Context: an optimization exercise on an open-source flow, tuned for small area. The choices shown serve that exercise and are no tape-out recipe.
Where RTL was checked, it was by simulation tests only, not by an equivalence proof against the original.
Power and IR drop assume default switching activity.

## ex_stage
module ex_stage
#(
    parameter int XLEN = ex_stage_pkg::XLEN_DEF
) (
    input  logic            clk,
    input  logic            reset,
    input  logic [XLEN-1:0] pc_ex,
    input  logic [XLEN-1:0] rdata1_ex,
    input  logic [XLEN-1:0] rdata2_ex,
    input  logic [XLEN-1:0] imm_ex,
    input  logic [4:0]      rs1_ex,
    input  logic [4:0]      rs2_ex,
    input  logic [4:0]      rd_ex,
    input  logic [3:0]      funct_ex,
    input  logic [1:0]      aluop_ex,
    input  logic            alusrc_ex,
    input  logic            mul_ex,
    input  logic            branch_ex,
    input  logic            memread_ex,
    input  logic            memtoreg_ex,
    input  logic            memwrite_ex,
    input  logic            regwrite_ex,
    input  logic [4:0]      memwb_rd,
    input  logic            memwb_regwrite,
    input  logic [XLEN-1:0] memwb_wdata,
    input  logic            ex_flush,
    output logic [XLEN-1:0] mem_branch_tgt,
    output logic [XLEN-1:0] mem_alu_result,
    output logic [XLEN-1:0] mem_store_data,
    output logic            mem_zero,
    output logic [4:0]      mem_rd,
    output logic            mem_branch,
    output logic            mem_memread,
    output logic            mem_memtoreg,
    output logic            mem_memwrite,
    output logic            mem_regwrite,
    output logic            ex_stall
);
==> flow/config.mk <==
export PLATFORM = sky130hd
export DESIGN_NAME = ex_stage
export DESIGN_NICKNAME = ex_stage
export VERILOG_FILES = /design/flow/design.v
export SDC_FILE = /design/flow/constraint.sdc
export NUM_CORES = 4
export LEC_CHECK = 0
export CAP_MARGIN = 5
export CORE_MARGIN = 2
export CORE_UTILIZATION = 50
export CTS_BUF_LIST = sky130_fd_sc_hd__clkbuf_8
export GPL_TIMING_DRIVEN = 0
export SETUP_SLACK_MARGIN = 0.2
export SLEW_MARGIN = 5
==> flow/constraint.sdc <==
create_clock -name core_clock -period 9.0 [get_ports {clk}]
set_input_delay 1.8000 -clock core_clock [delete_from_list [all_inputs] [get_ports {clk}]]
set_output_delay 1.8000 -clock core_clock [all_outputs]
set_load 0.01 [all_outputs]
standard.sh (not shown) runs the stock make flow with config.mk's settings and CLKGATE_MAP_FILE= SYNTH_SCRIPT=/design/flow/synth_recipe.tcl, a recipe that flattens the netlist after the stock synthesis.
==> flow/flow/run.sh <==
#!/bin/bash
# The standard layout (standard.sh) with these changes:
#  - synthesis maps the logic with an area-oriented ABC script that then buffers high-fanout
#    nets and sizes gates itself (flow/area.abc); the shifter
#    (ex_stage_shl) and forwarding (ex_stage_fwd) modules are kept apart until after mapping
#    and mapped with flow/shifter.abc (ABC's amap), then flattened like the rest;
#  - every port still gets a buffer, made from the smallest buffer cell (buf_1);
#  - clock tree synthesis uses clkbuf_8 with clusters of up to 14 sinks and adds no dummy loads.
set -euo pipefail
HERE=$(pwd)
cat flow/abc_override.tcl synth_recipe.tcl > my_synth.tcl
sed "s#SYNTH_SCRIPT=[^ ]*#SYNTH_SCRIPT=$HERE/my_synth.tcl#" standard.sh > my_standard.sh
export MY_ABC_SCRIPT=$HERE/flow/area.abc
export MY_ABC_SHL_SCRIPT=$HERE/flow/shifter.abc
export MY_AMAP_MODULES="ex_stage_shl ex_stage_fwd"
export SYNTH_KEEP_MODULES="ex_stage_shl ex_stage_fwd"
export BUFFER_PORTS_ARGS="-buffer_cell sky130_fd_sc_hd__buf_1"
export CTS_ARGS="-sink_clustering_enable -repair_clock_nets -buf_list sky130_fd_sc_hd__clkbuf_8 -dont_use_dummy_load -sink_clustering_size 14 -sink_clustering_max_diameter 70"
bash my_standard.sh > flow.log 2>&1
==> flow/flow/abc_override.tcl <==
# Map with flow/area.abc instead of ORFS's ABC script; the modules named in MY_AMAP_MODULES
# (kept apart until after mapping) are mapped on their own with flow/shifter.abc (ABC's amap).
# Everything else is the standard flow's synthesis.
proc abc {args} {
  set i [lsearch $args -script]
  set main_args [lreplace $args [expr {$i+1}] [expr {$i+1}] $::env(MY_ABC_SCRIPT)]
  set amap_args [lreplace $args [expr {$i+1}] [expr {$i+1}] $::env(MY_ABC_SHL_SCRIPT)]
  set sel {}
  foreach m $::env(MY_AMAP_MODULES) { lappend sel "*$m*" }
  yosys abc {*}$amap_args {*}$sel
  yosys abc {*}$main_args {*}$sel %n
}
==> flow/flow/area.abc <==
&get -n
&st
&dch
&nf -R 1000
&put
buffer -c -N 32
topo
stime -c
upsize -c
dnsize -c
==> flow/flow/shifter.abc <==
strash
dch
amap
topo
stime -c
Rerun with:
==> flow/flow/area.abc (replaced) <==
&get -n
&st
&dch
&nf -R 30
&put
buffer -c -N 32
topo
stime -c
upsize -c
dnsize -c
Result: Sequential share of layout area rose by 0.16 points. Power fell by 2.6%. Worst setup slack improved by 0.039 ns. Hold slack got worse by 0.014 ns. Final cell count hardly moves. Critical path depth fell by 3. First-iteration DRC count rose by about 10%. Register-to-register slack got worse by 0.30 ns. Global-route usage fell by 0.87 points. Routed wire length fell by about 1.5%. Maximum frequency rose by 0.46%.
Rerun with:
==> flow/flow/area.abc (replaced) <==
&get -n
&st
&dch
&nf -R 30
&put
buffer -c -N 64
topo
stime -c
upsize -c
dnsize -c
After rerunning: Total power hardly moves; routed wire length is about the same; die area hardly moves; critical path depth shrinks by 2; final area rises by 0.34%.
Rerun with:
--- a/flow/flow/run.sh
+++ b/flow/flow/run.sh
@@ -2,4 +2,3 @@
 # The standard layout (standard.sh) with these changes:
-#  - synthesis maps the logic with an area-oriented ABC script that then buffers high-fanout
-#    nets and sizes gates itself (flow/area.abc); the shifter
+#  - synthesis maps the logic with an area-oriented ABC script (flow/area.abc); the shifter
 #    (ex_stage_shl) and forwarding (ex_stage_fwd) modules are kept apart until after mapping
==> flow/flow/area.abc (replaced) <==
&get -n
&st
&dch
&nf -R 30
&put
buffer -c -N 32
topo
stime -c
Worst setup slack is worse by 0.0047 ns; total power climbs by 0.63%; sequential share of layout area went down by 0.36 points; clock power rises by about 2%; design area rises by 2.0%; non-clock buffer count came out higher by 2; routed wire length came out higher by 0.64%; critical path depth grows by 1; register-to-register slack gets worse by 0.42 ns; maximum frequency is about the same.

---

ex_stage, a different RTL version from the one above (not shown whole).
Size: roughly 2500 cells after synthesis, ~210 flip-flops.
export LEC_CHECK = 0
export CAP_MARGIN = 10
export CORE_MARGIN = 2
export CORE_UTILIZATION = 50
export CTS_BUF_LIST = sky130_fd_sc_hd__clkbuf_4
export GPL_TIMING_DRIVEN = 0
export SETUP_SLACK_MARGIN = 0.2
export SLEW_MARGIN = 10
create_clock -name core_clock -period 9.0 [get_ports {clk}]
==> flow/flow/run.sh <==
#!/bin/bash
# The standard layout (standard.sh) with these changes:
#  - synthesis maps the logic with an area-oriented ABC script (flow/area.abc);
#  - every port still gets a buffer, made from the smallest buffer cell (buf_1);
#  - clock tree synthesis adds no dummy loads.
set -euo pipefail
HERE=$(pwd)
cat flow/abc_override.tcl synth_recipe.tcl > my_synth.tcl
sed "s#SYNTH_SCRIPT=[^ ]*#SYNTH_SCRIPT=$HERE/my_synth.tcl#" standard.sh > my_standard.sh
export MY_ABC_SCRIPT=$HERE/flow/area.abc
export BUFFER_PORTS_ARGS="-buffer_cell sky130_fd_sc_hd__buf_1"
export CTS_ARGS="-sink_clustering_enable -repair_clock_nets -buf_list sky130_fd_sc_hd__clkbuf_8 -dont_use_dummy_load -sink_clustering_size 16 -sink_clustering_max_diameter 80"
bash my_standard.sh > flow.log 2>&1
==> flow/flow/abc_override.tcl <==
# Map with flow/area.abc instead of ORFS's ABC script; everything else is the standard flow's synthesis.
proc abc {args} {
  set i [lsearch $args -script]
  if {$i >= 0} { set args [lreplace $args [expr {$i+1}] [expr {$i+1}] $::env(MY_ABC_SCRIPT)] }
  yosys abc {*}$args
}
==> flow/flow/area.abc <==
&get -n
&st
&dch
&nf -R 1000
&put
topo
stime -c
Next try:
--- a/flow/flow/run.sh
+++ b/flow/flow/run.sh
@@ -10,4 +10,4 @@
 export MY_ABC_SCRIPT=$HERE/flow/area.abc
 export BUFFER_PORTS_ARGS="-buffer_cell sky130_fd_sc_hd__buf_1"
-export CTS_ARGS="-sink_clustering_enable -repair_clock_nets -buf_list sky130_fd_sc_hd__clkbuf_8 -dont_use_dummy_load -sink_clustering_size 16 -sink_clustering_max_diameter 80"
+export CTS_ARGS="-sink_clustering_enable -repair_clock_nets -buf_list sky130_fd_sc_hd__clkbuf_4 -dont_use_dummy_load"
 bash my_standard.sh > flow.log 2>&1
==> flow/flow/area.abc (replaced) <==
strash
dch
amap
topo
stime -c
- CAP_MARGIN: 10 -> 5
- SETUP_SLACK_MARGIN: 0.2 -> 0.1
- SLEW_MARGIN: 10 -> 5
The new run finished with max-capacitance violations, max-slew violations left. Register-to-register slack gets worse by 0.28 ns. Setup slack gets worse by 0.10 ns. Design area stays flat. Die area fell by a few percent. Final cell count fell by a few percent. Critical path depth does not change. Synthesized area fell by a few percent. Global-route usage rose by 2.8 points. Routed wire length rose by a few percent. Via count rose by a few percent.
Next try:
==> flow/flow/area.abc (replaced) <==
&get -n
&st
&dch
&nf -R 1000
&put
topo
stime -c
- CAP_MARGIN: 5 -> 10
- SETUP_SLACK_MARGIN: 0.1 -> 0.2
- SLEW_MARGIN: 5 -> 10
The changed run finished clean.
Global-route usage falls by 2.6 points.
Die area rises by a few percent.
Routed wire length falls by a few percent.
Flip-flop and latch count does not change.
No run of this note included a check of the RTL's function; only the layout flow was run.

---

ex_stage with an RTL version that a note above also has.
Size in the first run: ~2200 cells after synthesis, ~210 flip-flops, ~0.019 mm² of cells after synthesis.
==> flow/config.mk <==
export PLATFORM = sky130hd
export DESIGN_NAME = ex_stage
export DESIGN_NICKNAME = ex_stage
export VERILOG_FILES = /design/flow/design.v
export SDC_FILE = /design/flow/constraint.sdc
export NUM_CORES = 4
export LEC_CHECK = 0
export CAP_MARGIN = 5
export CORE_MARGIN = 2
export CORE_UTILIZATION = 50
export CTS_BUF_LIST = sky130_fd_sc_hd__clkbuf_8
export GPL_TIMING_DRIVEN = 0
export SETUP_SLACK_MARGIN = 0.2
export SLEW_MARGIN = 5
==> flow/constraint.sdc <==
create_clock -name core_clock -period 9.0 [get_ports {clk}]
set_input_delay 1.8000 -clock core_clock [delete_from_list [all_inputs] [get_ports {clk}]]
set_output_delay 1.8000 -clock core_clock [all_outputs]
set_load 0.01 [all_outputs]
==> flow/flow/run.sh <==
#!/bin/bash
# The standard layout (standard.sh) with these changes:
#  - synthesis maps the logic with an area-oriented ABC script (flow/area.abc); the shifter
#    (ex_stage_shl) and forwarding (ex_stage_fwd) modules are kept apart until after mapping
#    and mapped with flow/shifter.abc (ABC's amap), then flattened like the rest;
#  - every port still gets a buffer, made from the smallest buffer cell (buf_1);
#  - clock tree synthesis uses clkbuf_8 with clusters of up to 14 sinks and adds no dummy loads.
set -euo pipefail
HERE=$(pwd)
cat flow/abc_override.tcl synth_recipe.tcl > my_synth.tcl
sed "s#SYNTH_SCRIPT=[^ ]*#SYNTH_SCRIPT=$HERE/my_synth.tcl#" standard.sh > my_standard.sh
export MY_ABC_SCRIPT=$HERE/flow/area.abc
export MY_ABC_SHL_SCRIPT=$HERE/flow/shifter.abc
export MY_AMAP_MODULES="ex_stage_shl ex_stage_fwd"
export SYNTH_KEEP_MODULES="ex_stage_shl ex_stage_fwd"
export BUFFER_PORTS_ARGS="-buffer_cell sky130_fd_sc_hd__buf_1"
export CTS_ARGS="-sink_clustering_enable -repair_clock_nets -buf_list sky130_fd_sc_hd__clkbuf_8 -dont_use_dummy_load -sink_clustering_size 14 -sink_clustering_max_diameter 70"
bash my_standard.sh > flow.log 2>&1
==> flow/flow/abc_override.tcl <==
# Map with flow/area.abc instead of ORFS's ABC script; the modules named in MY_AMAP_MODULES
# (kept apart until after mapping) are mapped on their own with flow/shifter.abc (ABC's amap).
# Everything else is the standard flow's synthesis.
proc abc {args} {
  set i [lsearch $args -script]
  set main_args [lreplace $args [expr {$i+1}] [expr {$i+1}] $::env(MY_ABC_SCRIPT)]
  set amap_args [lreplace $args [expr {$i+1}] [expr {$i+1}] $::env(MY_ABC_SHL_SCRIPT)]
  set sel {}
  foreach m $::env(MY_AMAP_MODULES) { lappend sel "*$m*" }
  yosys abc {*}$amap_args {*}$sel
  yosys abc {*}$main_args {*}$sel %n
}
==> flow/flow/area.abc <==
&get -n
&st
&dch
&nf -R 30
&put
buffer -c -N 32
topo
stime -c
upsize -c
dnsize -c
Scripts as last shown in full above: flow/flow/shifter.abc
The baseline completed without violations.
Rerun with:
==> flow/flow/area.abc (replaced) <==
&get -n
&st
&dch
&nf -R 30
&put
buffer -c -N 32 -S 300
topo
stime -c
upsize -c
dnsize -c
After rerunning: Core utilization is higher by 0.31 points. Die area stays flat. Power barely changes. Design area is higher by about 0.5%. Final cell count barely changes.

what the ideal ports hide:
Ports are ideal in the flow. The routed layouts listed here were re-timed in OpenROAD.
Step 1 assumes that a clkbuf_16 drives the clock port and a buf_2 every other input.
Step 2 adds t to the input delays and takes it off the output delays; t is the mean of the earliest and latest rising clock arrival at the registers after step 1. Input paths then give back, and output paths get back, about the clock's delay inside the block.
a / b / c = ideal / step 1 / step 2; a / b = the first two.
run	shift t [ns]	slack for setup (ns)	worst register clock-pin slew, ns
the first run of note 1	0.631	0.385 / 0.418 / -0.214	0.10 / 0.10
the second run of note 1	0.637	0.424 / 0.459 / -0.178	0.10 / 0.10
the third run of note 1	0.622	0.340 / 0.374 / -0.248	0.10 / 0.10
the fourth run of note 1	0.639	0.335 / 0.372 / -0.267	0.10 / 0.10
the first run of note 2	0.630	0.376 / 0.410 / -0.220	0.12 / 0.12
the second run of note 2	0.869	0.275 / 0.303 / -0.566	0.07 / 0.07
the third run of note 2	0.843	0.406 / 0.442 / -0.401	0.07 / 0.07
the first run of note 3	0.637	0.424 / 0.459 / -0.178	0.10 / 0.10
the second run of note 3	0.613	0.336 / 0.370 / -0.243	0.10 / 0.10
For the second run of note 2, which loses most, drivers alone change the setup slack by +0.028 ns; drivers and shift together by -0.841 ns.
